Context: an optimization exercise on an open-source flow, tuned for a short achievable clock period and few clock cycles per item. The choices shown serve that exercise and are no tape-out recipe. The RTL was checked by simulation tests, not by an equivalence proof against the original design. Power figures rest on the tool's default switching activity, not on a simulated workload.

File: design/flow/run.sh
#!/bin/bash
# synth_recipe.tcl (not shown) runs the flow's synth.tcl, then flattens the netlist and writes it again
# the make line also repeats each setting of config.mk as NAME=value (left out here)
make -C /OpenROAD-flow-scripts/flow DESIGN_CONFIG=/design/flow/config.mk WORK_HOME=/design/flow/orfs CLKGATE_MAP_FILE= SYNTH_SCRIPT=/design/flow/synth_recipe.tcl finish
File: design/flow/config.mk
export PLATFORM = sky130hd
export DESIGN_NAME = modbus_rtu_register_slave
export DESIGN_NICKNAME = modbus_rtu_register_slave
export VERILOG_FILES = /design/flow/design.v
export SDC_FILE = /design/flow/constraint.sdc
export NUM_CORES = 4
export LEC_CHECK = 0
export ABC_CLOCK_PERIOD_IN_PS = 2500
export CAP_MARGIN = 20
export CORE_MARGIN = 2
export CORE_UTILIZATION = 50
export CTS_CLUSTER_DIAMETER = 100
export CTS_CLUSTER_SIZE = 25
export SETUP_SLACK_MARGIN = 3.2
export SLEW_MARGIN = 20
export TNS_END_PERCENT = 100
File: design/flow/constraint.sdc
create_clock -name core_clock -period 5.5 [get_ports {i_clk}]
set_input_delay 1.1000 -clock core_clock [delete_from_list [all_inputs] [get_ports {i_clk}]]
set_output_delay 1.1000 -clock core_clock [all_outputs]
set_load 0.01 [all_outputs]
File: design/flow/design.v
package mbrs_pkg;
    localparam logic [1:0] OP_RX_BYTE = 2'd0;
    localparam logic [1:0] OP_HOST_RD = 2'd1;
    localparam logic [1:0] OP_HOST_WR = 2'd2;
    localparam logic [7:0] FN_READ_REGS  = 8'h03;
    localparam logic [7:0] FN_WRITE_REGS = 8'h10;
    localparam logic [7:0] FN_EXC_FLAG   = 8'h80;
    localparam logic [7:0] EXC_ILLEGAL_FUNC  = 8'h01;
    localparam logic [7:0] EXC_ILLEGAL_ADDR  = 8'h02;
    localparam logic [7:0] EXC_ILLEGAL_VALUE = 8'h03;
    localparam logic [7:0]  BCAST_ADDR   = 8'h00;
    localparam logic [7:0]  SID_RESET    = 8'h01;
    localparam logic [15:0] CRC_INIT     = 16'hFFFF;
    localparam logic [15:0] CRC_POLY     = 16'hA001;
    localparam int          MIN_FRAME    = 8;
    localparam int          WR_DATA_OFS  = 7;
    localparam int          WR_OVERHEAD  = 9;
    localparam int          HDR_BYTES    = 7;
    localparam int          EXC_BYTES    = 3;
    localparam int          ECHO_BYTES   = 6;
    localparam int          QDEPTH       = 12;
    localparam int          SHADOWS      = 4;
    localparam logic KIND_TX   = 1'b0;
    localparam logic KIND_HOST = 1'b1;
endpackage
module mbrs_crc (
    input  logic [15:0] i_crc,
    input  logic [7:0]  i_data,
    output logic [15:0] o_crc
);
    logic [7:0] w_t;
    assign w_t = i_crc[7:0] ^ i_data;
    assign o_crc[0]  = i_crc[8] ^ (^w_t);
    assign o_crc[1]  = i_crc[9];
    assign o_crc[2]  = i_crc[10];
    assign o_crc[3]  = i_crc[11];
    assign o_crc[4]  = i_crc[12];
    assign o_crc[5]  = i_crc[13];
    assign o_crc[6]  = i_crc[14] ^ w_t[0];
    assign o_crc[7]  = i_crc[15] ^ w_t[0] ^ w_t[1];
    assign o_crc[8]  = w_t[1] ^ w_t[2];
    assign o_crc[9]  = w_t[2] ^ w_t[3];
    assign o_crc[10] = w_t[3] ^ w_t[4];
    assign o_crc[11] = w_t[4] ^ w_t[5];
    assign o_crc[12] = w_t[5] ^ w_t[6];
    assign o_crc[13] = w_t[6] ^ w_t[7];
    assign o_crc[14] = ^w_t[6:0];
    assign o_crc[15] = ^w_t;
endmodule
module modbus_rtu_register_slave #(
    parameter int FRAME_BYTES = 64,
    parameter int REG_COUNT   = 16
) (
    input  logic        i_clk,
    input  logic        i_rst_n,
    input  logic        i_cfg_wr_en,
    input  logic [7:0]  i_cfg_wr_data,
    input  logic        i_valid,
    output logic        o_ready,
    input  logic [1:0]  i_func,
    input  logic [7:0]  i_rx_byte,
    input  logic        i_frame_end,
    input  logic [3:0]  i_host_index,
    input  logic [15:0] i_host_value,
    output logic        o_valid,
    input  logic        i_ready,
    output logic        o_kind,
    output logic [7:0]  o_tx_byte,
    output logic        o_last,
    output logic [15:0] o_read_value
);
    localparam int LW = $clog2(FRAME_BYTES + 1);
    localparam int QD = mbrs_pkg::QDEPTH;
    localparam int NS = mbrs_pkg::SHADOWS;
    logic [7:0] r_sid;
    always_ff @(posedge i_clk) begin
        if (!i_rst_n) begin
            r_sid <= mbrs_pkg::SID_RESET;
        end else if (i_cfg_wr_en) begin
            r_sid <= i_cfg_wr_data;
        end
    end
    logic        r_ready;
    logic        a_vld;
    logic [1:0]  a_func;
    logic [7:0]  a_byte;
    logic        a_end;
    logic [3:0]  a_idx;
    logic [15:0] a_val;
    assign a_vld  = i_rst_n && i_valid && r_ready;
    assign a_func = i_func;
    assign a_byte = i_rx_byte;
    assign a_end  = i_frame_end;
    assign a_idx  = i_host_index;
    assign a_val  = i_host_value;
    logic [LW-1:0]  f_len;
    logic [15:0]    f_crc;
    logic [7:0]     f_hdr [mbrs_pkg::HDR_BYTES];
    logic           f_aok;
    logic           f_wr;
    logic           f_dat;
    logic           f_hi;
    logic [REG_COUNT-1:0] f_woh;
    logic [NS-1:0]  f_sel;
    logic [NS-1:0][1:0] f_pen;
    logic [15:0]    f_sh [NS][REG_COUNT];
    logic          w_rx;
    logic          w_store;
    logic [15:0]   w_crc_nx;
    assign w_rx      = a_vld && (a_func == mbrs_pkg::OP_RX_BYTE);
    assign w_store   = w_rx && (f_len != LW'(FRAME_BYTES));
    mbrs_crc u_rx_crc (
        .i_crc  (f_crc),
        .i_data (a_byte),
        .o_crc  (w_crc_nx)
    );
    always_ff @(posedge i_clk) begin
        if (!i_rst_n) begin
            f_len <= '0;
            f_crc <= mbrs_pkg::CRC_INIT;
        end else if (w_rx && a_end) begin
            f_len <= '0;
            f_crc <= mbrs_pkg::CRC_INIT;
        end else if (w_store) begin
            f_len <= f_len + LW'(1);
            f_crc <= w_crc_nx;
        end
    end
    always_ff @(posedge i_clk) begin
        for (int i = 0; i < mbrs_pkg::HDR_BYTES; i++) begin
            if (f_len == LW'(i)) begin
                f_hdr[i] <= a_byte;
            end
        end
        if (f_len == LW'(0)) begin
            f_aok <= (a_byte == r_sid) || (a_byte == mbrs_pkg::BCAST_ADDR);
        end
        if (f_len == LW'(1)) begin
            f_wr <= (a_byte == mbrs_pkg::FN_WRITE_REGS);
        end
        if (f_len == LW'(3)) begin
            for (int i = 0; i < REG_COUNT; i++) begin
                f_woh[i] <= (a_byte[3:0] == 4'(i));
            end
        end else if (w_store && f_dat && !f_hi) begin
            f_woh <= {f_woh[REG_COUNT-2:0], 1'b0};
        end
    end
    logic [7:0]           g_byte;
    logic [NS-1:0][1:0]   g_pen;
    logic [REG_COUNT-1:0] g_woh;
    always_ff @(posedge i_clk) begin
        g_byte <= a_byte;
        g_pen  <= f_pen;
        g_woh  <= f_woh;
        for (int s = 0; s < NS; s++) begin
            for (int i = 0; i < REG_COUNT; i++) begin
                if (g_pen[s][1] && g_woh[i]) begin
                    f_sh[s][i][15:8] <= g_byte;
                end
                if (g_pen[s][0] && g_woh[i]) begin
                    f_sh[s][i][7:0] <= g_byte;
                end
            end
        end
    end
    logic          w_dat_nx;
    logic          w_hi_nx;
    logic [NS-1:0] w_sel_nx;
    always_comb begin
        if (!i_rst_n || (w_rx && a_end)) begin
            w_dat_nx = 1'b0;
        end else if (w_store) begin
            w_dat_nx = f_wr && (f_len >= LW'(mbrs_pkg::WR_DATA_OFS - 1));
        end else begin
            w_dat_nx = f_dat;
        end
        if (f_len == LW'(3)) begin
            w_hi_nx = 1'b1;
        end else if (w_store && f_dat) begin
            w_hi_nx = !f_hi;
        end else begin
            w_hi_nx = f_hi;
        end
    end
    always_ff @(posedge i_clk) begin
        f_dat <= w_dat_nx;
        f_hi  <= w_hi_nx;
        for (int s = 0; s < NS; s++) begin
            f_pen[s][1] <= w_sel_nx[s] && w_dat_nx && w_hi_nx;
            f_pen[s][0] <= w_sel_nx[s] && w_dat_nx && !w_hi_nx;
        end
    end
    logic       h_bcast;
    logic       h_read;
    logic       h_write;
    logic       h_bad_start;
    logic       h_cnt_zero;
    logic       h_cnt_big;
    logic       h_sum_big;
    logic [3:0] h_s;
    logic [7:0] h_fn;
    logic [7:0] h_b2;
    logic [4:0] h_c5;
    always_ff @(posedge i_clk) begin
        h_bcast     <= (f_hdr[0] == mbrs_pkg::BCAST_ADDR);
        h_read      <= (f_hdr[1] == mbrs_pkg::FN_READ_REGS);
        h_write     <= (f_hdr[1] == mbrs_pkg::FN_WRITE_REGS);
        h_bad_start <= (f_hdr[2] != 8'h00) || (f_hdr[3][7:4] != 4'h0);
        h_cnt_zero  <= ({f_hdr[4], f_hdr[5]} == 16'h0000);
        h_cnt_big   <= (f_hdr[4] != 8'h00) || (f_hdr[5][7:5] != 3'b000);
        h_sum_big   <= ({2'b00, f_hdr[3][3:0]} + {1'b0, f_hdr[5][4:0]}) > 6'(REG_COUNT);
        h_s         <= f_hdr[3][3:0];
        h_fn        <= f_hdr[1];
        h_b2        <= f_hdr[2];
        h_c5        <= f_hdr[5][4:0];
    end
    logic       w_bad_cnt;
    logic [7:0] w_code;
    assign w_bad_cnt = h_cnt_zero || h_cnt_big || h_sum_big;
    assign w_code    = (!h_read && !h_write) ? mbrs_pkg::EXC_ILLEGAL_FUNC
                     : h_bad_start         ? mbrs_pkg::EXC_ILLEGAL_ADDR
                     : w_bad_cnt           ? mbrs_pkg::EXC_ILLEGAL_VALUE
                     : 8'h00;
    logic       fl_bcast;
    logic       fl_write;
    logic       fl_commit;
    logic       fl_wlen_ok;
    logic       fl_rd;
    logic       fl_exc;
    logic [1:0] fl_code;
    logic [3:0] fl_s;
    logic [4:0] fl_c;
    logic [4:0] fl_e;
    logic [7:0] fl_fn;
    always_ff @(posedge i_clk) begin
        fl_bcast   <= h_bcast;
        fl_write   <= h_write;
        fl_commit  <= h_write && (w_code == 8'h00);
        fl_wlen_ok <= (f_hdr[4] == 8'h00) && (f_hdr[5][7] == 1'b0)
                      && (f_hdr[6] == {f_hdr[5][6:0], 1'b0});
        fl_rd      <= h_read && (w_code == 8'h00);
        fl_exc     <= (w_code != 8'h00);
        fl_code    <= w_code[1:0];
        fl_s       <= h_s;
        fl_c       <= h_c5;
        fl_e       <= {1'b0, h_s} + h_c5;
        fl_fn      <= h_fn;
    end
    logic        c_frame;
    logic        c_hrd;
    logic        c_hwr;
    logic        c_ok;
    logic        c_wlen;
    logic [3:0]  c_idx;
    logic [15:0] c_val;
    always_ff @(posedge i_clk) begin
        if (!i_rst_n) begin
            c_frame <= 1'b0;
            c_hrd   <= 1'b0;
            c_hwr   <= 1'b0;
        end else begin
            c_frame <= w_rx && a_end;
            c_hrd   <= a_vld && (a_func == mbrs_pkg::OP_HOST_RD);
            c_hwr   <= a_vld && (a_func == mbrs_pkg::OP_HOST_WR);
        end
        c_ok   <= w_store && (f_len >= LW'(mbrs_pkg::MIN_FRAME - 1))
                  && (f_len != LW'(FRAME_BYTES - 1))
                  && (f_crc[15:8] == 8'h00) && (a_byte == f_crc[7:0]);
        c_wlen <= (9'(f_hdr[6]) + 9'(mbrs_pkg::WR_OVERHEAD - 1)) == 9'(f_len);
        c_idx  <= a_idx;
        c_val  <= a_val;
    end
    logic w_acc;
    logic w_commit;
    logic w_push;
    assign w_acc    = c_frame && c_ok && f_aok && (!fl_write || (fl_wlen_ok && c_wlen));
    assign w_commit = w_acc && fl_commit;
    assign w_push   = (w_acc && (fl_commit || !fl_bcast)) || c_hrd || c_hwr;
    logic [NS-1:0] r_lock;
    logic [NS-1:0] w_unlock;
    assign w_sel_nx = !i_rst_n ? NS'(1) : w_commit ? {f_sel[NS-2:0], f_sel[NS-1]} : f_sel;
    always_ff @(posedge i_clk) begin
        f_sel <= w_sel_nx;
        if (!i_rst_n) begin
            r_lock <= '0;
        end else begin
            r_lock <= (r_lock | (w_commit ? f_sel : '0)) & ~w_unlock;
        end
    end
    typedef struct packed {
        logic          emit;
        logic          exc;
        logic          rd;
        logic          cmt;
        logic          hrd;
        logic          hwr;
        logic [7:0]    a;
        logic [7:0]    f;
        logic [1:0]    code;
        logic [3:0]    s;
        logic [4:0]    c;
        logic [4:0]    e;
        logic [NS-1:0] sh;
    } t_ev;
    t_ev j_ev;
    localparam int EVW = 38 + NS;
    always_comb begin
        j_ev.emit = c_frame && !fl_bcast;
        j_ev.exc  = fl_exc;
        j_ev.rd   = fl_rd;
        j_ev.cmt  = c_frame && fl_commit;
        j_ev.hrd  = c_hrd;
        j_ev.hwr  = c_hwr;
        j_ev.code = fl_code;
        j_ev.c    = fl_c;
        j_ev.e    = fl_e;
        j_ev.sh   = f_sel;
        if (c_frame) begin
            j_ev.a = f_hdr[0];
            j_ev.f = fl_fn;
            j_ev.s = fl_s;
        end else begin
            j_ev.a = c_val[15:8];
            j_ev.f = c_val[7:0];
            j_ev.s = c_idx;
        end
    end
    logic [EVW-1:0] q_ev [QD];
    logic [QD-1:0] q_wr;
    logic [QD-1:0] q_rd;
    logic [QD+1:0] q_th;
    logic          q_empty;
    logic w_free;
    logic w_rpop;
    logic w_byp;
    logic w_qpush;
    logic w_exec;
    assign q_empty = !q_th[1];
    assign w_rpop  = w_free && !q_empty;
    assign w_byp   = w_free && q_empty && w_push && !j_ev.cmt && !j_ev.hwr;
    assign w_qpush = w_push && !w_byp;
    assign w_exec  = w_rpop || w_byp;
    always_ff @(posedge i_clk) begin
        if (!i_rst_n) begin
            q_th    <= (QD + 2)'(1);
            q_wr    <= QD'(1);
            q_rd    <= QD'(1);
        end else begin
            if (w_qpush && !w_rpop) begin
                q_th[QD:1] <= q_th[QD-1:0];
            end else if (w_rpop && !w_qpush) begin
                q_th[QD:1] <= q_th[QD+1:2];
            end
            if (w_qpush) begin
                q_wr <= {q_wr[QD-2:0], q_wr[QD-1]};
            end
            if (w_rpop) begin
                q_rd <= {q_rd[QD-2:0], q_rd[QD-1]};
            end
        end
    end
    always_ff @(posedge i_clk) begin
        for (int i = 0; i < QD; i++) begin
            if (q_wr[i] && !q_th[QD]) begin
                q_ev[i] <= j_ev;
            end
        end
    end
    t_ev r_ev;
    t_ev w_ev2;
    t_ev h_ev;
    always_comb begin
        w_ev2 = '0;
        for (int i = 0; i < QD; i++) begin
            if (q_rd[i]) begin
                w_ev2 = w_ev2 | q_ev[(i + 1) % QD];
            end
        end
        h_ev = q_empty ? j_ev : r_ev;
    end
    always_ff @(posedge i_clk) begin
        if (w_rpop) begin
            r_ev <= q_th[2] ? w_ev2 : j_ev;
        end else if (!q_th[1]) begin
            r_ev <= j_ev;
        end
    end
    logic       w_pot_in;
    logic [3:0] w_le;
    logic [2:0] w_fit;
    logic       w_shwait;
    assign w_pot_in = i_valid && r_ready && ((i_func == mbrs_pkg::OP_HOST_RD)
                                || (i_func == mbrs_pkg::OP_HOST_WR)
                                || ((i_func == mbrs_pkg::OP_RX_BYTE) && i_frame_end));
    assign w_shwait = ((r_lock & f_sel) != '0) && f_wr && (f_len >= LW'(4));
    always_comb begin
        for (int k = 0; k < 4; k++) begin
            w_le[k] = !q_th[QD + 1 - k];
        end
        for (int u = 0; u < 3; u++) begin
            w_fit[u] = w_pot_in ? w_le[u + 1] : w_le[u];
        end
    end
    always_ff @(posedge i_clk) begin
        if (!i_rst_n) begin
            r_ready <= 1'b1;
        end else begin
            r_ready <= (w_push ? w_fit[2] : w_fit[1]) && !w_shwait;
        end
    end
    logic [REG_COUNT-1:0][15:0] r_mem;
    logic [REG_COUNT-1:0][15:0] w_shd;
    logic                       d_cmt;
    logic [REG_COUNT-1:0]       d_hwr;
    logic [REG_COUNT-1:0]       d_mask;
    logic [NS-1:0]              d_sh;
    logic [15:0]                d_val;
    always_ff @(posedge i_clk) begin
        if (!i_rst_n) begin
            d_cmt <= 1'b0;
            d_hwr <= '0;
        end else begin
            d_cmt <= w_rpop && r_ev.cmt;
            for (int i = 0; i < REG_COUNT; i++) begin
                d_hwr[i] <= w_rpop && r_ev.hwr && (r_ev.s == 4'(i));
            end
        end
        for (int i = 0; i < REG_COUNT; i++) begin
            d_mask[i] <= (4'(i) >= r_ev.s) && (5'(i) < r_ev.e);
        end
        d_sh   <= r_ev.sh;
        d_val  <= {r_ev.a, r_ev.f};
    end
    always_comb begin
        w_shd = '0;
        for (int s = 0; s < NS; s++) begin
            if (d_sh[s]) begin
                for (int i = 0; i < REG_COUNT; i++) begin
                    w_shd[i] = w_shd[i] | f_sh[s][i];
                end
            end
        end
    end
    assign w_unlock = d_cmt ? d_sh : '0;
    always_ff @(posedge i_clk) begin
        for (int i = 0; i < REG_COUNT; i++) begin
            if (!i_rst_n) begin
                r_mem[i] <= 16'h0000;
            end else if (d_cmt && d_mask[i]) begin
                r_mem[i] <= w_shd[i];
            end else if (d_hwr[i]) begin
                r_mem[i] <= d_val;
            end
        end
    end
    logic            e_busy;
    logic            e_host;
    logic [5:0][7:0] e_h;
    logic [2:0]      e_hn;
    logic [5:0]      e_n;
    logic            e_last;
    logic [REG_COUNT-1:0] e_p;
    logic [REG_COUNT-1:0] e_pn;
    logic            e_lo;
    logic [15:0]     e_w;
    logic [15:0]     e_wp;
    logic            e_first;
    logic [15:0]     e_w2;
    logic        b_vld;
    logic        b_host;
    logic        b_last;
    logic [7:0]  b_byte;
    logic [15:0] b_val;
    logic [1:0]  b_ph;
    logic [15:0] b_crc;
    logic [15:0] w_bcrc_nx;
    logic        s_vld;
    logic        w_go;
    logic        w_btak;
    logic        w_take;
    logic        w_fast;
    logic        w_inj;
    logic        w_idle;
    logic        w_fin;
    logic [7:0]  w_b1;
    assign w_go   = !s_vld;
    assign w_btak = !b_vld || (w_go && (b_ph == 2'd0));
    assign w_take = e_busy && w_btak;
    assign w_idle = !b_vld && (b_ph == 2'd0) && !s_vld;
    assign w_inj  = w_exec && h_ev.emit && !e_busy && w_idle;
    assign w_fast = w_exec && h_ev.emit && !e_busy && w_btak && !w_idle;
    assign w_fin  = w_take && (e_host || e_last);
    assign w_free = !e_busy || w_fin;
    logic [15:0] w_wsrc;
    assign w_wsrc = e_first ? e_wp : e_w;
    assign w_b1   = (e_hn != 3'd0) ? e_h[0] : (e_lo ? w_wsrc[7:0] : w_wsrc[15:8]);
    logic [15:0] w_rd_p;
    logic [15:0] w_rd_pn;
    always_comb begin
        w_rd_p  = '0;
        w_rd_pn = '0;
        for (int i = 0; i < REG_COUNT; i++) begin
            w_rd_p  = w_rd_p | (e_p[i] ? r_mem[i] : 16'h0000);
            w_rd_pn = w_rd_pn | (e_pn[i] ? r_mem[i] : 16'h0000);
        end
    end
    always_ff @(posedge i_clk) begin
        if (!i_rst_n) begin
            e_busy <= 1'b0;
        end else begin
            e_busy <= (w_exec && (h_ev.emit || h_ev.hrd)) || (e_busy && !w_fin);
        end
    end
    logic [5:0][7:0] w_lh;
    logic [2:0]      w_lhn;
    logic [5:0]      w_ln;
    always_comb begin
        w_lh[0] = h_ev.a;
        w_lh[1] = h_ev.exc ? (h_ev.f | mbrs_pkg::FN_EXC_FLAG) : h_ev.f;
        w_lh[2] = h_ev.exc ? {6'h00, h_ev.code} : h_ev.rd ? {2'b00, h_ev.c, 1'b0} : 8'h00;
        w_lh[3] = {4'h0, h_ev.s};
        w_lh[4] = 8'h00;
        w_lh[5] = {3'b000, h_ev.c};
        w_lhn   = (h_ev.exc || h_ev.rd) ? 3'd3 : 3'd6;
        w_ln    = h_ev.exc ? 6'(mbrs_pkg::EXC_BYTES)
                : h_ev.rd  ? 6'(mbrs_pkg::EXC_BYTES) + {h_ev.c, 1'b0}
                : 6'(mbrs_pkg::ECHO_BYTES);
    end
    always_ff @(posedge i_clk) begin
        e_wp <= w_rd_p;
        e_w2 <= w_rd_pn;
        if (w_free) begin
            if (w_inj) begin
                e_h  <= {16'h0000, w_lh[5:2]};
                e_hn <= w_lhn - 3'd2;
                e_n  <= w_ln - 6'd2;
            end else if (w_fast) begin
                e_h  <= {8'h00, w_lh[5:1]};
                e_hn <= w_lhn - 3'd1;
                e_n  <= w_ln - 6'd1;
            end else begin
                e_h  <= w_lh;
                e_hn <= w_lhn;
                e_n  <= w_ln;
            end
            e_host <= h_ev.hrd;
            e_last <= w_inj && (w_ln == 6'(mbrs_pkg::EXC_BYTES));
            for (int i = 0; i < REG_COUNT; i++) begin
                e_p[i]  <= (h_ev.s == 4'(i));
                e_pn[i] <= (h_ev.s == 4'((i + REG_COUNT - 1) % REG_COUNT));
            end
            e_lo    <= 1'b0;
            e_first <= 1'b1;
        end else begin
            if (w_take) begin
                e_n    <= e_n - 6'd1;
                e_last <= (e_n == 6'd2);
                if (e_hn != 3'd0) begin
                    e_h  <= {8'h00, e_h[5:1]};
                    e_hn <= e_hn - 3'd1;
                end else begin
                    e_lo <= !e_lo;
                    if (e_lo) begin
                        e_p     <= e_pn;
                        e_pn    <= {e_pn[REG_COUNT-2:0], e_pn[REG_COUNT-1]};
                        e_w     <= e_w2;
                        e_first <= 1'b0;
                    end
                end
            end
        end
    end
    mbrs_crc u_tx_crc (
        .i_crc  (b_crc),
        .i_data (b_byte),
        .o_crc  (w_bcrc_nx)
    );
    logic [15:0] w_icrc;
    mbrs_crc u_inj_crc (
        .i_crc  (mbrs_pkg::CRC_INIT),
        .i_data (h_ev.a),
        .o_crc  (w_icrc)
    );
    always_ff @(posedge i_clk) begin
        if (!i_rst_n) begin
            b_vld <= 1'b0;
            b_ph  <= 2'd0;
            b_crc <= mbrs_pkg::CRC_INIT;
        end else begin
            if (w_take || w_fast || w_inj) begin
                b_vld <= 1'b1;
            end else if (w_go && (b_ph == 2'd0)) begin
                b_vld <= 1'b0;
            end
            if (w_inj) begin
                b_crc <= w_icrc;
            end else if (w_go) begin
                if (b_ph == 2'd1) begin
                    b_ph <= 2'd2;
                end else if (b_ph == 2'd2) begin
                    b_ph  <= 2'd0;
                    b_crc <= mbrs_pkg::CRC_INIT;
                end else if (b_vld && !b_host) begin
                    b_crc <= w_bcrc_nx;
                    if (b_last) begin
                        b_ph <= 2'd1;
                    end
                end
            end
        end
    end
    always_ff @(posedge i_clk) begin
        if (w_take) begin
            b_byte <= w_b1;
            b_host <= e_host;
            b_last <= e_last && !e_host;
            b_val  <= w_rd_p;
        end else if (w_fast) begin
            b_byte <= h_ev.a;
            b_host <= 1'b0;
            b_last <= 1'b0;
        end else if (w_inj) begin
            b_byte <= w_lh[1];
            b_host <= 1'b0;
            b_last <= (w_ln == 6'd2);
        end
    end
    logic        w_vld;
    logic        w_kind;
    logic [7:0]  w_tx;
    logic        w_last;
    logic [15:0] w_val;
    always_comb begin
        w_vld  = w_go && ((b_ph != 2'd0) || b_vld);
        w_kind = 1'b0;
        w_last = 1'b0;
        w_val  = 16'h0000;
        if (b_ph == 2'd1) begin
            w_tx = b_crc[7:0];
        end else if (b_ph == 2'd2) begin
            w_tx   = b_crc[15:8];
            w_last = 1'b1;
        end else if (b_host) begin
            w_tx   = 8'h00;
            w_kind = 1'b1;
            w_last = 1'b1;
            w_val  = b_val;
        end else begin
            w_tx = b_byte;
        end
    end
    logic [25:0] m_q [2];
    logic        m_wp;
    logic        m_rp;
    logic [1:0]  m_cnt;
    logic        r_ovalid;
    logic [25:0] r_oword;
    logic [25:0] w_word;
    logic        w_push_o;
    logic        w_pop;
    logic [1:0]  w_mcnt_nx;
    assign w_word    = w_inj ? {1'b0, h_ev.a, 1'b0, 16'h0000} : {w_kind, w_tx, w_last, w_val};
    assign w_push_o  = w_vld || w_inj;
    assign w_pop     = r_ovalid && i_ready;
    assign w_mcnt_nx = m_cnt + 2'(w_push_o) - 2'(w_pop);
    assign s_vld     = m_cnt[1];
    always_ff @(posedge i_clk) begin
        if (!i_rst_n) begin
            m_cnt    <= 2'd0;
            m_wp     <= 1'b0;
            m_rp     <= 1'b0;
            r_ovalid <= 1'b0;
        end else begin
            m_cnt    <= w_mcnt_nx;
            m_wp     <= m_wp ^ w_push_o;
            m_rp     <= m_rp ^ w_pop;
            r_ovalid <= (w_mcnt_nx != 2'd0);
        end
    end
    always_ff @(posedge i_clk) begin
        if (w_push_o) begin
            m_q[m_wp] <= w_word;
        end
        if ((m_cnt == 2'd0) || ((m_cnt == 2'd1) && w_pop)) begin
            r_oword <= w_word;
        end else begin
            r_oword <= m_q[m_rp ^ w_pop];
        end
    end
    assign o_ready      = r_ready;
    assign o_valid      = r_ovalid;
    assign o_kind       = r_oword[25];
    assign o_tx_byte    = r_oword[24:17];
    assign o_last       = r_oword[16];
    assign o_read_value = r_oword[15:0];
endmodule
==> results.py, run 1 <==
metrics = {
    "outcome": {
        "status": "complete, no violations",
    },
    "critical_path": {
        "critPathRequiredTime_ns": 6.08,
        "crit_path_start_kind": "flip-flop",
        "arrival_ns": 3.34,
        "crit_family": "buffers and inverters",
        "slowest_stage": "or3b_4",
        "cp-end-kind": "flip-flop",
        "rr_startpoint": "q_th[1]",
        "cp-startpoint": "q_th[1]",
        "cp_cell_sequence": "buf_12, or3b_4, a21oi_4, buf_6, buf_6, nor3b_4, buf_4, buf_6, buf_12, buf_12, a21oi_4, o31a_1",
        "path_class": "flip-flop to flip-flop",
        "crit_fanout": 6,
        "worst-path-buf-inv": 7,
        "crit_path_max_incr_delay_ns": 0.45,
    },
    "timing": {
        "rsz0062_at_grt": "true",
        "finalSetupViolations": 0,
        "hold_slack_ns": 0.3356,
        "worstMarginPinSlew_ns": 1.138,
        "final.setup_skew_ns": 0.05285,
        "hold_violations": 0,
        "fin_crit_sh_pct": 50.30,
        "relSlewSlack_pct": 21.94,
        "fin_setup_tns_ns": 0,
        "fin_ws_ns": 2.733,
        "max_freq_ghz": 0.3614,
        "drv_slew": 0,
        "final.min_clock_period_ns": 2.767,
    },
    "die": {
        "core_area_um2": 181100,
        "io-pin-count": 72,
        "rows": 156,
        "fp.dieArea_um2": 186300,
        "die_h_um": 431.6,
        "die_width_um": 431.6,
        "start_util_pct": 50.47,
    },
    "synthesis": {
        "syn_avg_cell_area_um2": 14.67,
        "synth_edf_count": 1771,
        "ys_types": 79,
        "synthFlopType": "edfxtp_1",
        "async_flop_share_pct": 0,
        "synth_nets": 6317,
        "yosysSeqAreaShare_pct": 71.79,
        "netlist_instances": 6232,
        "ys_warn_count": 4,
        "synth.cell_area_um2": 91420,
        "synth-seq-cells": 2393,
    },
    "clocking": {
        "holdBufCountCts": 0,
        "cts_tree": "done",
        "insertion_delay_ns": 0.82,
        "clock_path_buffers": 3,
        "cts_sinks": 2393,
        "cts_made_buffers": 107,
        "clkTransAtPathRegs_ns": 0.10,
        "h-tree-depth": 3,
        "root_buffer": "clkbuf_16",
    },
    "pwr": {
        "peakVddDrop_v": 0.0002870,
        "power_leakage_nw": 33.34,
        "power_density_nw_per_um2": 341.9,
    },
    "detailed_routing": {
        "drt_wl_total_um": 290300,
        "vias": 58280,
        "vias_per_cell": 6.697,
        "drtPass1Iterations": 6,
        "wl_per_cell_um": 33.36,
        "drt_iter0_markers": 8038,
        "ant_nets": 0,
        "drc": 0,
    },
    "placement": {
        "place_inst": 8292,
        "port_buffers": 71,
        "place_hpwl_um": 170900,
        "place_ws_ns": 1.723,
        "globalplace.congestion": 0.9283,
    },
    "min_path": {
        "hold_class": "flip-flop to flip-flop",
        "worstHoldStart": "h_fn[7]",
    },
    "grt": {
        "grt_overflow_total": 0,
        "grt_max_degree": 169,
        "antenna_found_initial": 30,
        "grt_pass1_vias": 54450,
        "grt_usage_pct": 30.27,
        "grt_pass1_wl_um": 407700,
    },
    "cells_and_area": {
        "area_growth_pct": 11.44,
        "layout.cells.non_filler": 8703,
        "drive_above_1_share_pct": 17.96,
        "final_nets": 6321,
    },
    "run": {
        "drv_cap": 0,
    },
}
## flip-flops by register name, indices dropped and copies added, names as in the netlist, 26 cells and up
register / count
r_oword: 26
r_mem: 256
m_q: 52
e_h: 37
q_ev: 504
r_ev: 42
f_hdr: 56
f_sh: 1024
## synthesized netlist by cell type (72+ instances only)
cell / instances / area, um2
edfxtp_1: 1771 / 53180
nor2_1: 156 / 585.6
o21ai_0: 316 / 1582
a22o_1: 233 / 2041
nand4_1: 72 / 450.4
and2_1: 175 / 1095
a22oi_1: 557 / 4182
dfxtp_1: 622 / 12450
mux2_2: 286 / 3221
clkbuf_1: 475 / 1783
a21oi_1: 107 / 535.5
a31oi_1: 272 / 1702
a221oi_1: 235 / 2058
mux2i_1: 86 / 860.8
nand2_1: 200 / 750.7
## cell type report
cell class              instances  area [um2]
clock inverters                13       222.7
inverters                      47       250.2
repair buffers                389        3948
diodes                          4       10.01
well taps                    2370        2965
flip-flops and latches       2393       65770
fillers                     14210       79250
repair inverters                2       18.77
multi-input cells            3296       25720
clock buffers                 189        2987
## per-stage QoR
stage / instance area, um2 / util, % / power, W
after floorplan: 91870 / - / 0.02260
after global placement: 94730 / 52.30 / 0.02450
after detailed placement: 94730 / 52.30 / 0.02453
after CTS: 100600 / 55.52 / 0.03437
after global routing: 101900 / 56.25 / 0.03568
final: 101900 / 56.25 / 0.03484
## timing repair
action                                 in CTS  in global routing
cloned                                     19                  4
setup endpoints to repair                 583                462
pin swaps                                  85                 64
endpoints found under the hold margin       0                  0
buffers inserted                          119                 62
gates resized for setup                   467                153
## cells by family after synthesis
family                   share of synthesized area, %
AO/OA/AOI/OAI                                   14.91
XOR/XNOR                                       0.9799
adder cells (fa/ha/maj)                        0.5775
buffers and inverters                           2.309
flip-flops                                      71.79
multiplexers                                    4.795
AND/OR/NAND/NOR                                 4.637
## worst paths after layout
| path | to | cells past startpoint | slack, ns |
|---|---|---|---|
| worst max register to register | b_byte[5] | 12 | 2.73 |
| worst max-delay path | b_byte[5] | 12 | 2.73 |
| worst min register to register | fl_fn[7] | 0 | 0.34 |
| worst min-delay path | fl_fn[7] | 0 | 0.34 |
## routing by layer
layer / wire, um / vias up / GRT usage [%]
met5: 141 / - / 0
met4: 13040 / 16 / 10.61
met3: 26460 / 577 / 5.189
met2: 133300 / 3054 / 47.55
met1: 117400 / 29960 / 42.71
li1: - / 24670 / -
## placed cells by master (no fill, tap or decap), types with 13 or more instances in the layout
master              n
nor3_1             28
edfxtp_1         1771
mux2i_4            22
xor2_1             20
a221oi_1          234
inv_1              26
a22oi_1           557
nand4_1            72
and3_1             13
ha_1               23
ha_4               14
nor2b_4            13
and2_1            153
nand3_1            47
nor2_1            142
nand2_1           186
buf_6              75
mux2_2            276
nand3_2            20
o21ai_1            62
o211ai_1           40
mux2i_1            65
clkbuf_1           81
o21ai_0           303
dfxtp_2            46
buf_4             214
dfxtp_1           555
clkbuf_16         109
buf_12             36
a31oi_1           270
and2_4             21
xnor2_1            58
a22o_1            233
clkdlybuf4s50_1    34
dfxtp_4            21
a21oi_1            85
## power by group
part,switching [W],leakage (nW),internal (W)
Clock,0.00569,1.52,0.00379
Combinational,0.00320,10.5,0.00170
Sequential,0.000594,21.3,0.0199
## worst reg2reg max path, stage by stage (launching register included)
cell	delay [ns]
dfxtp_4	0.41
buf_12	0.15
or3b_4	0.45
a21oi_4	0.22
buf_6	0.12
buf_6	0.08
nor3b_4	0.29
buf_4	0.18
buf_6	0.09
buf_12	0.13
buf_12	0.11
a21oi_4	0.06
o31a_1	0.26
Testbench counts, summed over its fixed seeds: cycles 4,151, items 384.
==> run 2: changes to the inputs <==
--- a/design/flow/design.v
+++ b/design/flow/design.v
@@ -223,9 +223,7 @@
                      : w_bad_cnt           ? mbrs_pkg::EXC_ILLEGAL_VALUE
                      : 8'h00;
     logic       fl_bcast;
-    logic       fl_write;
     logic       fl_commit;
-    logic       fl_wlen_ok;
     logic       fl_rd;
     logic       fl_exc;
     logic [1:0] fl_code;
@@ -235,10 +233,7 @@
     logic [7:0] fl_fn;
     always_ff @(posedge i_clk) begin
         fl_bcast   <= h_bcast;
-        fl_write   <= h_write;
         fl_commit  <= h_write && (w_code == 8'h00);
-        fl_wlen_ok <= (f_hdr[4] == 8'h00) && (f_hdr[5][7] == 1'b0)
-                      && (f_hdr[6] == {f_hdr[5][6:0], 1'b0});
         fl_rd      <= h_read && (w_code == 8'h00);
         fl_exc     <= (w_code != 8'h00);
         fl_code    <= w_code[1:0];
@@ -250,33 +245,41 @@
     logic        c_frame;
     logic        c_hrd;
     logic        c_hwr;
-    logic        c_ok;
-    logic        c_wlen;
+    logic        c_cmt;
+    logic        c_fpush;
+    logic        w_ok;
+    logic        w_wlen;
+    logic        w_cacc;
     logic [3:0]  c_idx;
     logic [15:0] c_val;
+    assign w_ok   = w_store && (f_len >= LW'(mbrs_pkg::MIN_FRAME - 1))
+                    && (f_len != LW'(FRAME_BYTES - 1))
+                    && (f_crc[15:8] == 8'h00) && (a_byte == f_crc[7:0]);
+    assign w_wlen = (9'(f_hdr[6]) + 9'(mbrs_pkg::WR_OVERHEAD - 1)) == 9'(f_len);
+    assign w_cacc = w_rx && a_end && w_ok && f_aok
+                    && (!h_write || ((f_hdr[4] == 8'h00) && (f_hdr[5][7] == 1'b0)
+                                     && (f_hdr[6] == {f_hdr[5][6:0], 1'b0}) && w_wlen));
     always_ff @(posedge i_clk) begin
         if (!i_rst_n) begin
             c_frame <= 1'b0;
             c_hrd   <= 1'b0;
             c_hwr   <= 1'b0;
+            c_cmt   <= 1'b0;
+            c_fpush <= 1'b0;
         end else begin
             c_frame <= w_rx && a_end;
             c_hrd   <= a_vld && (a_func == mbrs_pkg::OP_HOST_RD);
             c_hwr   <= a_vld && (a_func == mbrs_pkg::OP_HOST_WR);
+            c_cmt   <= w_cacc && h_write && (w_code == 8'h00);
+            c_fpush <= w_cacc && ((h_write && (w_code == 8'h00)) || !h_bcast);
         end
-        c_ok   <= w_store && (f_len >= LW'(mbrs_pkg::MIN_FRAME - 1))
-                  && (f_len != LW'(FRAME_BYTES - 1))
-                  && (f_crc[15:8] == 8'h00) && (a_byte == f_crc[7:0]);
-        c_wlen <= (9'(f_hdr[6]) + 9'(mbrs_pkg::WR_OVERHEAD - 1)) == 9'(f_len);
         c_idx  <= a_idx;
         c_val  <= a_val;
     end
-    logic w_acc;
     logic w_commit;
     logic w_push;
-    assign w_acc    = c_frame && c_ok && f_aok && (!fl_write || (fl_wlen_ok && c_wlen));
-    assign w_commit = w_acc && fl_commit;
-    assign w_push   = (w_acc && (fl_commit || !fl_bcast)) || c_hrd || c_hwr;
+    assign w_commit = c_cmt;
+    assign w_push   = c_fpush || c_hrd || c_hwr;
     logic [NS-1:0] r_lock;
     logic [NS-1:0] w_unlock;
     assign w_sel_nx = !i_rst_n ? NS'(1) : w_commit ? {f_sel[NS-2:0], f_sel[NS-1]} : f_sel;
@@ -460,19 +463,19 @@
     logic [2:0]      e_hn;
     logic [5:0]      e_n;
     logic            e_last;
+    logic            e_end;   
     logic [REG_COUNT-1:0] e_p;
     logic [REG_COUNT-1:0] e_pn;
     logic            e_lo;
     logic [15:0]     e_w;
     logic [15:0]     e_wp;
-    logic            e_first;
     logic [15:0]     e_w2;
     logic        b_vld;
     logic        b_host;
     logic        b_last;
     logic [7:0]  b_byte;
     logic [15:0] b_val;
-    logic [1:0]  b_ph;
+    logic [2:0]  b_ph;       
     logic [15:0] b_crc;
     logic [15:0] w_bcrc_nx;
     logic        s_vld;
@@ -480,21 +483,15 @@
     logic        w_btak;
     logic        w_take;
     logic        w_fast;
-    logic        w_inj;
-    logic        w_idle;
     logic        w_fin;
     logic [7:0]  w_b1;
     assign w_go   = !s_vld;
-    assign w_btak = !b_vld || (w_go && (b_ph == 2'd0));
+    assign w_btak = !b_vld || (w_go && b_ph[0]);
     assign w_take = e_busy && w_btak;
-    assign w_idle = !b_vld && (b_ph == 2'd0) && !s_vld;
-    assign w_inj  = w_exec && h_ev.emit && !e_busy && w_idle;
-    assign w_fast = w_exec && h_ev.emit && !e_busy && w_btak && !w_idle;
-    assign w_fin  = w_take && (e_host || e_last);
+    assign w_fast = w_exec && h_ev.emit && !e_busy && w_btak;
+    assign w_fin  = w_take && e_end;
     assign w_free = !e_busy || w_fin;
-    logic [15:0] w_wsrc;
-    assign w_wsrc = e_first ? e_wp : e_w;
-    assign w_b1   = (e_hn != 3'd0) ? e_h[0] : (e_lo ? w_wsrc[7:0] : w_wsrc[15:8]);
+    assign w_b1   = (e_hn != 3'd0) ? e_h[0] : (e_lo ? e_w[7:0] : e_w[15:8]);
     logic [15:0] w_rd_p;
     logic [15:0] w_rd_pn;
     always_comb begin
@@ -531,11 +528,7 @@
         e_wp <= w_rd_p;
         e_w2 <= w_rd_pn;
         if (w_free) begin
-            if (w_inj) begin
-                e_h  <= {16'h0000, w_lh[5:2]};
-                e_hn <= w_lhn - 3'd2;
-                e_n  <= w_ln - 6'd2;
-            end else if (w_fast) begin
+            if (w_fast) begin
                 e_h  <= {8'h00, w_lh[5:1]};
                 e_hn <= w_lhn - 3'd1;
                 e_n  <= w_ln - 6'd1;
@@ -545,27 +538,30 @@
                 e_n  <= w_ln;
             end
             e_host <= h_ev.hrd;
-            e_last <= w_inj && (w_ln == 6'(mbrs_pkg::EXC_BYTES));
+            e_last <= 1'b0;
+            e_end  <= h_ev.hrd;
             for (int i = 0; i < REG_COUNT; i++) begin
                 e_p[i]  <= (h_ev.s == 4'(i));
                 e_pn[i] <= (h_ev.s == 4'((i + REG_COUNT - 1) % REG_COUNT));
             end
-            e_lo    <= 1'b0;
-            e_first <= 1'b1;
+            e_lo   <= 1'b0;
         end else begin
+            if (e_hn != 3'd0) begin
+                e_w <= e_wp;
+            end
             if (w_take) begin
                 e_n    <= e_n - 6'd1;
                 e_last <= (e_n == 6'd2);
+                e_end  <= e_host || (e_n == 6'd2);
                 if (e_hn != 3'd0) begin
                     e_h  <= {8'h00, e_h[5:1]};
                     e_hn <= e_hn - 3'd1;
                 end else begin
                     e_lo <= !e_lo;
                     if (e_lo) begin
-                        e_p     <= e_pn;
-                        e_pn    <= {e_pn[REG_COUNT-2:0], e_pn[REG_COUNT-1]};
-                        e_w     <= e_w2;
-                        e_first <= 1'b0;
+                        e_p  <= e_pn;
+                        e_pn <= {e_pn[REG_COUNT-2:0], e_pn[REG_COUNT-1]};
+                        e_w  <= e_w2;
                     end
                 end
             end
@@ -576,35 +572,27 @@
         .i_data (b_byte),
         .o_crc  (w_bcrc_nx)
     );
-    logic [15:0] w_icrc;
-    mbrs_crc u_inj_crc (
-        .i_crc  (mbrs_pkg::CRC_INIT),
-        .i_data (h_ev.a),
-        .o_crc  (w_icrc)
-    );
     always_ff @(posedge i_clk) begin
         if (!i_rst_n) begin
             b_vld <= 1'b0;
-            b_ph  <= 2'd0;
+            b_ph  <= 3'b001;
             b_crc <= mbrs_pkg::CRC_INIT;
         end else begin
-            if (w_take || w_fast || w_inj) begin
+            if (w_take || w_fast) begin
                 b_vld <= 1'b1;
-            end else if (w_go && (b_ph == 2'd0)) begin
+            end else if (w_go && b_ph[0]) begin
                 b_vld <= 1'b0;
             end
-            if (w_inj) begin
-                b_crc <= w_icrc;
-            end else if (w_go) begin
-                if (b_ph == 2'd1) begin
-                    b_ph <= 2'd2;
-                end else if (b_ph == 2'd2) begin
-                    b_ph  <= 2'd0;
+            if (w_go) begin
+                if (b_ph[1]) begin
+                    b_ph <= 3'b100;
+                end else if (b_ph[2]) begin
+                    b_ph  <= 3'b001;
                     b_crc <= mbrs_pkg::CRC_INIT;
                 end else if (b_vld && !b_host) begin
                     b_crc <= w_bcrc_nx;
                     if (b_last) begin
-                        b_ph <= 2'd1;
+                        b_ph <= 3'b010;
                     end
                 end
             end
@@ -620,10 +608,6 @@
             b_byte <= h_ev.a;
             b_host <= 1'b0;
             b_last <= 1'b0;
-        end else if (w_inj) begin
-            b_byte <= w_lh[1];
-            b_host <= 1'b0;
-            b_last <= (w_ln == 6'd2);
         end
     end
     logic        w_vld;
@@ -632,13 +616,13 @@
     logic        w_last;
     logic [15:0] w_val;
     always_comb begin
-        w_vld  = w_go && ((b_ph != 2'd0) || b_vld);
+        w_vld  = w_go && (!b_ph[0] || b_vld);
         w_kind = 1'b0;
         w_last = 1'b0;
         w_val  = 16'h0000;
-        if (b_ph == 2'd1) begin
+        if (b_ph[1]) begin
             w_tx = b_crc[7:0];
-        end else if (b_ph == 2'd2) begin
+        end else if (b_ph[2]) begin
             w_tx   = b_crc[15:8];
             w_last = 1'b1;
         end else if (b_host) begin
@@ -657,13 +641,11 @@
     logic        r_ovalid;
     logic [25:0] r_oword;
     logic [25:0] w_word;
-    logic        w_push_o;
     logic        w_pop;
     logic [1:0]  w_mcnt_nx;
-    assign w_word    = w_inj ? {1'b0, h_ev.a, 1'b0, 16'h0000} : {w_kind, w_tx, w_last, w_val};
-    assign w_push_o  = w_vld || w_inj;
+    assign w_word    = {w_kind, w_tx, w_last, w_val};
     assign w_pop     = r_ovalid && i_ready;
-    assign w_mcnt_nx = m_cnt + 2'(w_push_o) - 2'(w_pop);
+    assign w_mcnt_nx = m_cnt + 2'(w_vld) - 2'(w_pop);
     assign s_vld     = m_cnt[1];
     always_ff @(posedge i_clk) begin
         if (!i_rst_n) begin
@@ -673,13 +655,13 @@
             r_ovalid <= 1'b0;
         end else begin
             m_cnt    <= w_mcnt_nx;
-            m_wp     <= m_wp ^ w_push_o;
+            m_wp     <= m_wp ^ w_vld;
             m_rp     <= m_rp ^ w_pop;
             r_ovalid <= (w_mcnt_nx != 2'd0);
         end
     end
     always_ff @(posedge i_clk) begin
-        if (w_push_o) begin
+        if (w_vld) begin
             m_q[m_wp] <= w_word;
         end
         if ((m_cnt == 2'd0) || ((m_cnt == 2'd1) && w_pop)) begin
==> results.py, run 2 <==
metrics = {
    "outcome": {
        "status": "complete, no violations",
    },
    "pwr": {
        "power_density_nw_per_um2": 339.4,
        "power_leakage_nw": 31.96,
        "peakVddDrop_v": 0.0002956,
    },
    "cells_and_area": {
        "layout_common_cells": "edfxtp_1, a22oi_1, dfxtp_1, o21ai_0, mux2_2",
        "largest_register": "f_sh",
        "final_common_cell": "edfxtp_1",
        "fin_area_um2": 98260,
        "fill_cells": 14490,
        "top_regs": "f_sh x1024, q_ev x504, r_mem x256",
        "drive_above_1_share_pct": 13.21,
        "largest_register_ffs": 1024,
        "final_nets": 6096,
        "area_growth_pct": 8.609,
    },
    "detailed_routing": {
        "drt_iter0_markers": 7204,
        "ant_nets": 0,
        "drc": 0,
        "wl_per_cell_um": 32.40,
        "drt_wl_total_um": 275200,
        "vias_per_cell": 6.573,
        "vias": 55830,
        "drtPass1Iterations": 6,
    },
    "timing": {
        "hold_violations": 0,
        "rsz0062_at_grt": "true",
        "worstMarginPinSlew_ns": 1.217,
        "max_freq_ghz": 0.4198,
        "final.min_clock_period_ns": 2.382,
        "final.setup_skew_ns": 0.04947,
        "relSlewSlack_pct": 18.86,
        "drv_slew": 0,
        "fin_crit_sh_pct": 43.31,
        "finalSetupViolations": 0,
        "fin_setup_tns_ns": 0,
    },
    "synthesis": {
        "synth_top_area_cell": "edfxtp_1",
        "synth_top_family_by_area": "compound AO/OA/AOI/OAI gates",
        "syn_avg_cell_area_um2": 14.77,
        "yosysSeqAreaShare_pct": 72.53,
        "synth_mux_area_share_pct": 4.690,
        "synthTopCellsByArea": "edfxtp_1, dfxtp_1, a22oi_1",
        "yosys.area_share.simple_pct": 4.374,
        "synthFlopType": "edfxtp_1",
        "synth_commonest_cells": "edfxtp_1, dfxtp_1, a22oi_1, clkbuf_1, o21ai_0",
        "synthMostInstantiatedCell": "edfxtp_1",
        "synth-compound-area-share_pct": 14.76,
        "synth-seq-cells": 2392,
        "netlist.area_leader.share_pct": 58.78,
        "synth-xor-area-share_pct": 0.8423,
        "ys_warn_count": 4,
        "async_flop_share_pct": 0,
        "synth_nets": 6203,
        "synth.cell_area_um2": 90470,
        "netlist_instances": 6124,
        "ys_types": 64,
        "synth_edf_count": 1771,
        "synth-adder-area-share_pct": 0.5117,
    },
    "critical_path": {
        "crit_fanout": 3,
        "path_class": "flip-flop to output pin",
        "crit_path_start_kind": "flip-flop",
        "rr_startpoint": "q_th[1]",
        "crit_cells": 1,
        "critPathRequiredTime_ns": 4.40,
        "worst-path-buf-inv": 1,
        "arrival_ns": 1.28,
        "slowest_stage": "dfxtp_2",
        "crit_path_max_incr_delay_ns": 0.37,
        "cp_cell_sequence": "buf_6",
        "crit_family": "flip-flops",
        "cp-startpoint": "r_ready",
        "cp-end-kind": "output pin",
        "rr_worst_depth": 10,
    },
    "clocking": {
        "clock_path_buffers": 3,
        "h-tree-depth": 3,
        "clkTransAtPathRegs_ns": 0.10,
        "insertion_delay_ns": 0.81,
        "cts_sinks": 2392,
        "cts_made_buffers": 107,
        "root_buffer": "clkbuf_16",
        "cts_tree": "done",
    },
    "grt": {
        "antenna_found_initial": 34,
        "grt_pass1_vias": 52250,
        "grt_max_degree": 153,
        "grt_pass1_wl_um": 388500,
        "grt_overflow_total": 0,
        "grt_usage_pct": 29.09,
    },
    "run": {
        "drv_cap": 0,
    },
    "die": {
        "start_util_pct": 50.16,
        "fp.dieArea_um2": 184400,
        "core_area_um2": 180400,
        "die_width_um": 429.4,
        "rows": 156,
        "die_h_um": 429.4,
        "io-pin-count": 72,
    },
    "placement": {
        "port_buffers": 71,
        "place_hpwl_um": 168300,
        "place_area_um2": 93630,
        "globalplace.congestion": 0.9067,
    },
    "min_path": {
        "hold_depth": 0,
        "worstHoldStart": "h_fn[5]",
        "hold_class": "flip-flop to flip-flop",
    },
}
[run 2: changes by cell type after synthesis, sizes merged, moves of 11 or more]
cell    delta
nand3     -36
a21oi     -38
a22oi     +12
buf       +11
nor2      -12
a211oi    -13
o21ai     +15
clkbuf    -22
mux2i     +17
nand2     +17
a22o      +13
[run 2: worst paths after layout]
check	slack, ns	end
max	3.12	o_ready
min	0.33	fl_fn[5]
max reg2reg	3.19	e_n[4]
min reg2reg	0.33	fl_fn[5]
[run 2: layout make-up]
type / count / area, um2 / share of cell area, %
Antenna cell: 14 / 35.03 / 0.03565
Clock buffer: 190 / 3042 / 3.096
Clock inverter: 12 / 181.4 / 0.1846
Inverter: 47 / 202.7 / 0.2063
Multi-Input combinational cell: 3196 / 23570 / 23.99
Sequential cell: 2392 / 65750 / 66.92
Tap cell: 2370 / 2965 / 3.018
Timing Repair Buffer: 271 / 2492 / 2.537
Timing Repair inverter: 2 / 17.52 / 0.01783
[run 2: report_power, final]
| group | internal [W] | leakage (nW) | switching, W |
|---|---|---|---|
| logic | 0.00108 | 9.13 | 0.00240 |
| registers | 0.0198 | 21.3 | 0.000625 |
| clock network | 0.00384 | 1.52 | 0.00559 |
| total | 0.0247 | 32.0 | 0.00862 |
[run 2: cell families after synthesis]
group                    Yosys count
adder cells (fa/ha/maj)           36
flip-flops                      2392
buffers and inverters            543
XOR/XNOR                          82
AND/OR/NAND/NOR                  785
multiplexers                     389
AO/OA/AOI/OAI                   1897
[run 2: per-layer routing]
metal	track usage, %	vias to the layer above	part of all wire, %
li1	-	23980	-
met1	41.71	28810	42
met2	45.75	2636	46
met3	4.741	397	8.8
met4	8.901	6	3.3
met5	0	-	0.015
[run 2: repair_timing]
item,in CTS,in global routing
resized for setup,265,67
pin swaps,22,19
hold buffers,0,0
setup buffers,35,36
setup endpoints to repair,346,246
gates cloned,3,7
[run 2: through the flow]
stage	total power (W)	util, %	worst slack (ns)	hold slack [ns]	cells
after detailed placement	0.02388	51.92	1.666	0.3121	8196
final	0.03335	54.48	3.118	0.3334	8494
after floorplan	0.02209	-	2.627	0.3096	6124
after global placement	0.02386	51.91	1.703	0.3114	8195
after CTS	0.03329	54.07	2.880	0.3344	8436
after global routing	0.03424	54.46	3.059	0.3462	8481
Testbench counts of run 2, summed over its fixed seeds: cycles 4,159, items 384.
==> run 3: changes to the inputs <==
--- a/design/flow/config.mk
+++ b/design/flow/config.mk
@@ -11,6 +11,6 @@
 export CORE_UTILIZATION = 50
 export CTS_CLUSTER_DIAMETER = 100
 export CTS_CLUSTER_SIZE = 25
-export SETUP_SLACK_MARGIN = 3.2
+export SETUP_SLACK_MARGIN = 3.4
 export SLEW_MARGIN = 20
 export TNS_END_PERCENT = 100
==> results.py, run 3 <==
metrics = {
    "critical_path": {
        "worst-path-buf-inv": 1,
        "slowest_stage": "dfxtp_4",
        "cp_cell_sequence": "buf_6",
        "crit_fanout": 3,
        "crit_path_start_kind": "flip-flop",
        "critPathRequiredTime_ns": 4.40,
        "crit_family": "flip-flops",
        "path_class": "flip-flop to output pin",
        "crit_path_max_incr_delay_ns": 0.38,
        "arrival_ns": 1.30,
        "cp-end-kind": "output pin",
    },
    "placement": {
        "place_hpwl_um": 167200,
        "place_inst": 8194,
        "globalplace.congestion": 0.9379,
        "port_buffers": 71,
    },
    "timing": {
        "finalSetupViolations": 0,
        "drv_slew": 0,
        "worstMarginPinSlew_ns": 1.212,
        "relSlewSlack_pct": 18.83,
        "fin_crit_sh_pct": 43.61,
        "final.min_clock_period_ns": 2.399,
        "final.setup_skew_ns": 0.05439,
        "hold_violations": 0,
        "max_freq_ghz": 0.4169,
        "rsz0062_at_grt": "true",
        "fin_setup_tns_ns": 0,
    },
    "grt": {
        "busiest_layer": "met2",
        "grt.met2_usage_pct": 46.34,
        "grt_pass1_wl_um": 397600,
        "antenna_found_initial": 22,
        "grt_use_met1_pct": 42.83,
        "grt_usage_pct": 29.77,
        "grtUsageMet3_pct": 4.807,
        "grt_overflow_total": 0,
        "grt_max_degree": 150,
        "grt_pass1_vias": 52980,
    },
    "detailed_routing": {
        "wl_per_cell_um": 32.91,
        "drt_iter0_markers": 7298,
        "drtPass1Iterations": 8,
        "drt_wl_total_um": 282200,
        "vias": 56810,
        "ant_nets": 0,
        "drc": 0,
        "vias_per_cell": 6.626,
    },
    "synthesis": {
        "syn_avg_cell_area_um2": 14.77,
        "ys_types": 64,
        "synth_edf_count": 1771,
        "synthMostInstantiatedCell": "edfxtp_1",
        "synthFlopType": "edfxtp_1",
        "synthTopCellsByArea": "edfxtp_1, dfxtp_1, a22oi_1",
        "yosysSeqAreaShare_pct": 72.53,
        "synth_top_area_cell": "edfxtp_1",
        "netlist_instances": 6124,
        "synth_commonest_cells": "edfxtp_1, dfxtp_1, a22oi_1, clkbuf_1, o21ai_0",
        "synth_nets": 6203,
        "netlist.area_leader.share_pct": 58.78,
        "async_flop_share_pct": 0,
        "ys_warn_count": 4,
        "synth.cell_area_um2": 90470,
        "synth-seq-cells": 2392,
    },
    "cells_and_area": {
        "layout.cells.non_filler": 8574,
        "top_regs": "f_sh x1024, q_ev x504, r_mem x256",
        "layout_common_cells": "edfxtp_1, a22oi_1, dfxtp_1, o21ai_0, mux2_2",
        "area_growth_pct": 10.70,
        "fill_cells": 14480,
        "final_nets": 6179,
        "drive_above_1_share_pct": 16.13,
        "largest_register_ffs": 1024,
        "final_common_cell": "edfxtp_1",
        "largest_register": "f_sh",
    },
    "pwr": {
        "power_leakage_nw": 32.74,
        "peakVddDrop_v": 0.0002769,
        "power_density_nw_per_um2": 337.0,
    },
    "die": {
        "core_area_um2": 180400,
        "fp.dieArea_um2": 184400,
        "die_width_um": 429.4,
        "die_h_um": 429.4,
        "start_util_pct": 50.16,
        "io-pin-count": 72,
        "rows": 156,
    },
    "outcome": {
        "status": "complete, no violations",
    },
    "run": {
        "drv_cap": 0,
    },
    "clocking": {
        "root_buffer": "clkbuf_16",
        "cts_made_buffers": 106,
        "holdBufCountCts": 0,
        "cts_sinks": 2392,
        "clock_path_buffers": 3,
        "h-tree-depth": 3,
        "clkTransAtPathRegs_ns": 0.11,
        "insertion_delay_ns": 0.83,
        "cts_tree": "done",
    },
    "min_path": {
        "hold_class": "flip-flop to flip-flop",
    },
}
## run 3: cell counts after synthesis
No cell type changed its count.
## run 3: per-stage QoR
stage	total power (W)	hold slack, ns	util, %	cell area, um2	setup WS (ns)
2_1_floorplan	0.02212	0.3096	-	90920	2.627
3_3_place_gp	0.02388	0.3103	51.98	93760	1.672
3_5_place_dp	0.02390	0.3121	51.99	93760	1.627
4_1_cts	0.03357	0.3337	54.90	99010	3.053
5_1_grt	0.03462	0.3414	55.51	100100	3.072
6_report	0.03374	0.3338	55.53	100100	3.101
## run 3: layout make-up
cell class	instances	area, um2	area share (%)
Sequential cell	2392	65770	65.67
Multi-Input combinational cell	3196	24310	24.27
Timing Repair Buffer	354	3636	3.631
Tap cell	2370	2965	2.961
Clock buffer	189	2964	2.960
Inverter	47	252.7	0.2524
Clock inverter	11	156.4	0.1562
Timing Repair inverter	3	62.56	0.06247
Antenna cell	12	30.03	0.02999
## run 3: cells by family (layout without fill, tap and decap cells)
group	Yosys count	after routing	share of synthesized area [%]
mux	389	389	4.690
other cells	0	12	0
xor+xnor	82	82	0.8422
flops	2392	2392	72.53
simple gates	785	791	4.374
buf+inv	543	604	2.301
fa+ha+maj	36	36	0.5117
compound gates	1897	1898	14.76
## run 3: timing repair
action                                   CTS  global route
setup buffers                             92            56
pin swaps                                 70            45
resized for setup                        446           120
cloned                                    13             7
endpoints found under the setup margin  1057           540
## run 3: worst register-to-register path: cells and delay by family, from the launching register on
| kind | cells | cell delay, ns |
|---|---|---|
| flip-flops | 1 | 0.36 |
| adder cells (fa/ha/maj) | 1 | 0.21 |
| AND/OR/NAND/NOR | 3 | 0.47 |
| AO/OA/AOI/OAI | 2 | 0.33 |
| XOR/XNOR | 1 | 0.18 |
| buffers and inverters | 4 | 0.51 |
## run 3: worst paths after layout
| kind | start | end | slack (ns) | cells past startpoint |
|---|---|---|---|---|
| hold reg to reg | h_fn[0] | fl_fn[0] | 0.33 | 0 |
| setup reg to reg | q_th[1] | e_n[4] | 3.17 | 11 |
| hold / removal | h_fn[0] | fl_fn[0] | 0.33 | 0 |
| setup / recovery | r_ready | o_ready | 3.10 | 1 |
## run 3: report_power, final
part	internal, W	total, W	switching [W]
Combinational	0.00134	0.00384	0.00250
Clock	0.00373	0.00932	0.00559
Sequential	0.0198	0.0206	0.000781
## run 3: layer usage
| layer | share of wire, % | up-vias |
|---|---|---|
| met4 | 3.8 | 8 |
| met3 | 9.5 | 407 |
| li1 | - | 24140 |
| met1 | 41 | 29420 |
| met5 | 0.019 | - |
| met2 | 46 | 2839 |
==> run 4: changes to the inputs <==
--- a/design/flow/config.mk
+++ b/design/flow/config.mk
@@ -8,9 +8,9 @@
 export ABC_CLOCK_PERIOD_IN_PS = 2500
 export CAP_MARGIN = 20
 export CORE_MARGIN = 2
-export CORE_UTILIZATION = 50
+export CORE_UTILIZATION = 55
 export CTS_CLUSTER_DIAMETER = 100
 export CTS_CLUSTER_SIZE = 25
-export SETUP_SLACK_MARGIN = 3.4
+export SETUP_SLACK_MARGIN = 3.2
 export SLEW_MARGIN = 20
 export TNS_END_PERCENT = 100
==> results.py, run 4 <==
metrics = {
    "clocking": {
        "clock_path_buffers": 3,
        "cts_sinks": 2392,
        "cts_tree": "done",
        "clkTransAtPathRegs_ns": 0.10,
        "h-tree-depth": 3,
        "cts_made_buffers": 105,
        "root_buffer": "clkbuf_16",
        "insertion_delay_ns": 0.79,
    },
    "timing": {
        "hold_violations": 0,
        "worstMarginPinSlew_ns": 1.357,
        "fin_crit_sh_pct": 43.38,
        "rsz0062_at_grt": "true",
        "final.setup_skew_ns": 0.04750,
        "fin_setup_tns_ns": 0,
        "relSlewSlack_pct": 9.503,
        "finalSetupViolations": 0,
        "max_freq_ghz": 0.4191,
        "drv_slew": 0,
        "final.min_clock_period_ns": 2.386,
    },
    "die": {
        "io-pin-count": 72,
        "die_width_um": 409.6,
        "die_h_um": 409.6,
        "fp.dieArea_um2": 167800,
        "core_area_um2": 163100,
        "rows": 148,
        "start_util_pct": 55.45,
    },
    "cells_and_area": {
        "top_regs": "f_sh x1024, q_ev x504, r_mem x256",
        "layout.cells.non_filler": 8283,
        "largest_register": "f_sh",
        "largest_register_ffs": 1024,
        "drive_above_1_share_pct": 13.16,
        "final_common_cell": "edfxtp_1",
        "final_nets": 6089,
        "layout_common_cells": "edfxtp_1, a22oi_1, dfxtp_1, o21ai_0, mux2_2",
        "area_growth_pct": 8.183,
    },
    "placement": {
        "place_inst": 8007,
        "port_buffers": 71,
        "globalplace.congestion": 0.9321,
        "place_hpwl_um": 166600,
    },
    "synthesis": {
        "ys_warn_count": 4,
        "async_flop_share_pct": 0,
        "netlist_instances": 6124,
        "ys_types": 64,
        "synthTopCellsByArea": "edfxtp_1, dfxtp_1, a22oi_1",
        "synthMostInstantiatedCell": "edfxtp_1",
        "synth.cell_area_um2": 90470,
        "synthFlopType": "edfxtp_1",
        "synth_nets": 6203,
        "netlist.area_leader.share_pct": 58.78,
        "synth_commonest_cells": "edfxtp_1, dfxtp_1, a22oi_1, clkbuf_1, o21ai_0",
        "syn_avg_cell_area_um2": 14.77,
        "yosysSeqAreaShare_pct": 72.53,
        "synth_edf_count": 1771,
        "synth_top_area_cell": "edfxtp_1",
        "synth-seq-cells": 2392,
    },
    "critical_path": {
        "slowest_stage": "or4_4",
        "cp-end-kind": "flip-flop",
        "crit_path_start_kind": "input port",
        "r2r-end": "e_n[0]",
        "r2r_slack_ns": 3.17,
        "critPathRequiredTime_ns": 6.20,
        "rr_worst_depth": 8,
        "worst-path-buf-inv": 3,
        "path_class": "input port to flip-flop",
        "arrival_ns": 3.08,
        "crit_path_max_incr_delay_ns": 0.52,
        "rr_startpoint": "q_th[1]",
        "crit_fanout": 2,
        "crit_family": "simple AND/OR/NAND/NOR gates",
        "cp_cell_sequence": "buf_6, buf_12, xor2_4, inv_2, ha_2, nand4b_1, or4_4, nor4_4, o211ai_1, a221oi_2",
    },
    "grt": {
        "grt_usage_pct": 32.14,
        "antenna_found_initial": 23,
        "grt_overflow_total": 0,
        "grt_pass1_wl_um": 389400,
        "grt_max_degree": 217,
        "grt_pass1_vias": 51950,
    },
    "pwr": {
        "power_leakage_nw": 31.88,
        "total_power_w": 0.03321,
        "power_density_nw_per_um2": 339.3,
        "peakVddDrop_v": 0.0003022,
    },
    "detailed_routing": {
        "ant_nets": 0,
        "drtPass1Iterations": 7,
        "wl_per_cell_um": 33.13,
        "drc": 0,
        "drt_iter0_markers": 7481,
        "drt_wl_total_um": 274400,
        "vias": 56050,
        "vias_per_cell": 6.767,
    },
    "run": {
        "drv_cap": 0,
    },
    "outcome": {
        "status": "complete, no violations",
    },
    "min_path": {
        "hold_class": "flip-flop to flip-flop",
        "hold_depth": 0,
        "worstHoldStart": "f_pen[6]",
        "min_to": "g_pen[6]",
    },
}
-- run 4: cell counts after synthesis --
Identical to the previous run, type by type.
-- run 4: layout make-up --
class	instances	area, um2
timing repair inverter	1	8.758
tap	2175	2721
clock buffer	193	3022
fill	12560	65270
multi-input combinational	3194	23600
antenna	7	17.52
sequential	2392	65750
clock inverter	5	80.08
timing repair buffer	269	2469
inverter	47	206.4
-- run 4: per-layer routing --
metal	track usage, %	vias up	share of wire, %
li1	-	23930	-
met1	47.33	29010	42
met2	49.40	2708	45
met3	5.564	392	9.2
met4	9.198	10	3.3
met5	0	-	0.020
-- run 4: timing repair --
item | in CTS | in global routing
gates cloned | 6 | 1
pin swaps | 28 | 21
setup buffers | 43 | 21
gates resized for setup | 265 | 63
endpoints found under the hold margin | 0 | 0
hold buffers | 0 | 0
setup endpoints to repair | 393 | 222
-- run 4: worst max path at each step --
stage,start,end,slack (ns),cells after the start
after CTS,r_ready,o_ready,3.08,1
after floorplan,q_th[12],q_ev[0][0],2.63,2
after global routing,r_ready,o_ready,3.08,1
after global placement,i_rx_byte[6],c_fpush,1.54,8
final,i_rx_byte[0],c_fpush,3.11,10
after detailed placement,i_rx_byte[6],c_fpush,1.51,8
-- run 4: cell families (layout without fill, tap and decap cells) --
group | after synthesis | after routing | synth area share (%)
simple gates | 785 | 790 | 4.374
flops | 2392 | 2392 | 72.53
buf+inv | 543 | 515 | 2.301
compound gates | 1897 | 1897 | 14.76
xor+xnor | 82 | 82 | 0.8422
fa+ha+maj | 36 | 36 | 0.5117
mux | 389 | 389 | 4.690
other cells | 0 | 7 | 0
-- run 4: metrics by stage --
step | instance area [um2] | utilization, % | hold WS [ns] | setup WS (ns)
after global placement | 93390 | 57.25 | 0.3125 | 1.538
final | 97870 | 59.99 | 0.2932 | 3.114
after global routing | 97860 | 59.98 | 0.3031 | 3.075
after floorplan | 90680 | - | 0.3096 | 2.627
after CTS | 97390 | 59.70 | 0.3003 | 3.079
after detailed placement | 93420 | 57.26 | 0.3128 | 1.515
-- run 4: power by group --
part,total (W),switching (W),internal [W]
Clock,0.00928,0.00551,0.00377
Combinational,0.00359,0.00248,0.00111
Sequential,0.0203,0.000541,0.0198

[port drivers added, routing unchanged]
Ports are ideal in the flow. The routed layouts listed here were re-timed in OpenROAD. Step 1: set_driving_cell puts a clkbuf_16 on i_clk and a buf_2 on each other input, an assumption about the parent block. Step 2 moves the port delays by t, midway between the first and last clock arrival at a register: inputs arrive t later, outputs are due t later. That takes back most of the time a late clock gives input paths. a / b / c = ideal ports / drivers / drivers and shift; a / b = the first two.
run | t, ns | setup slack, ns | worst setup path at the end | clock arrival spread, ns
run 1 | 0.894 | 2.733 / 2.733 / 2.375 | input to register | 0.058 / 0.058
run 2 | 0.871 | 3.118 / 3.033 / 2.433 | input to register | 0.057 / 0.057
run 3 | 0.879 | 3.101 / 3.019 / 2.546 | input to register | 0.060 / 0.061
run 4 | 0.841 | 3.114 / 3.039 / 2.321 | input to register | 0.050 / 0.049
After both steps every run listed still meets setup and hold. For run 4, which loses most, drivers alone change the setup slack by -0.075 ns; drivers and shift together by -0.793 ns.
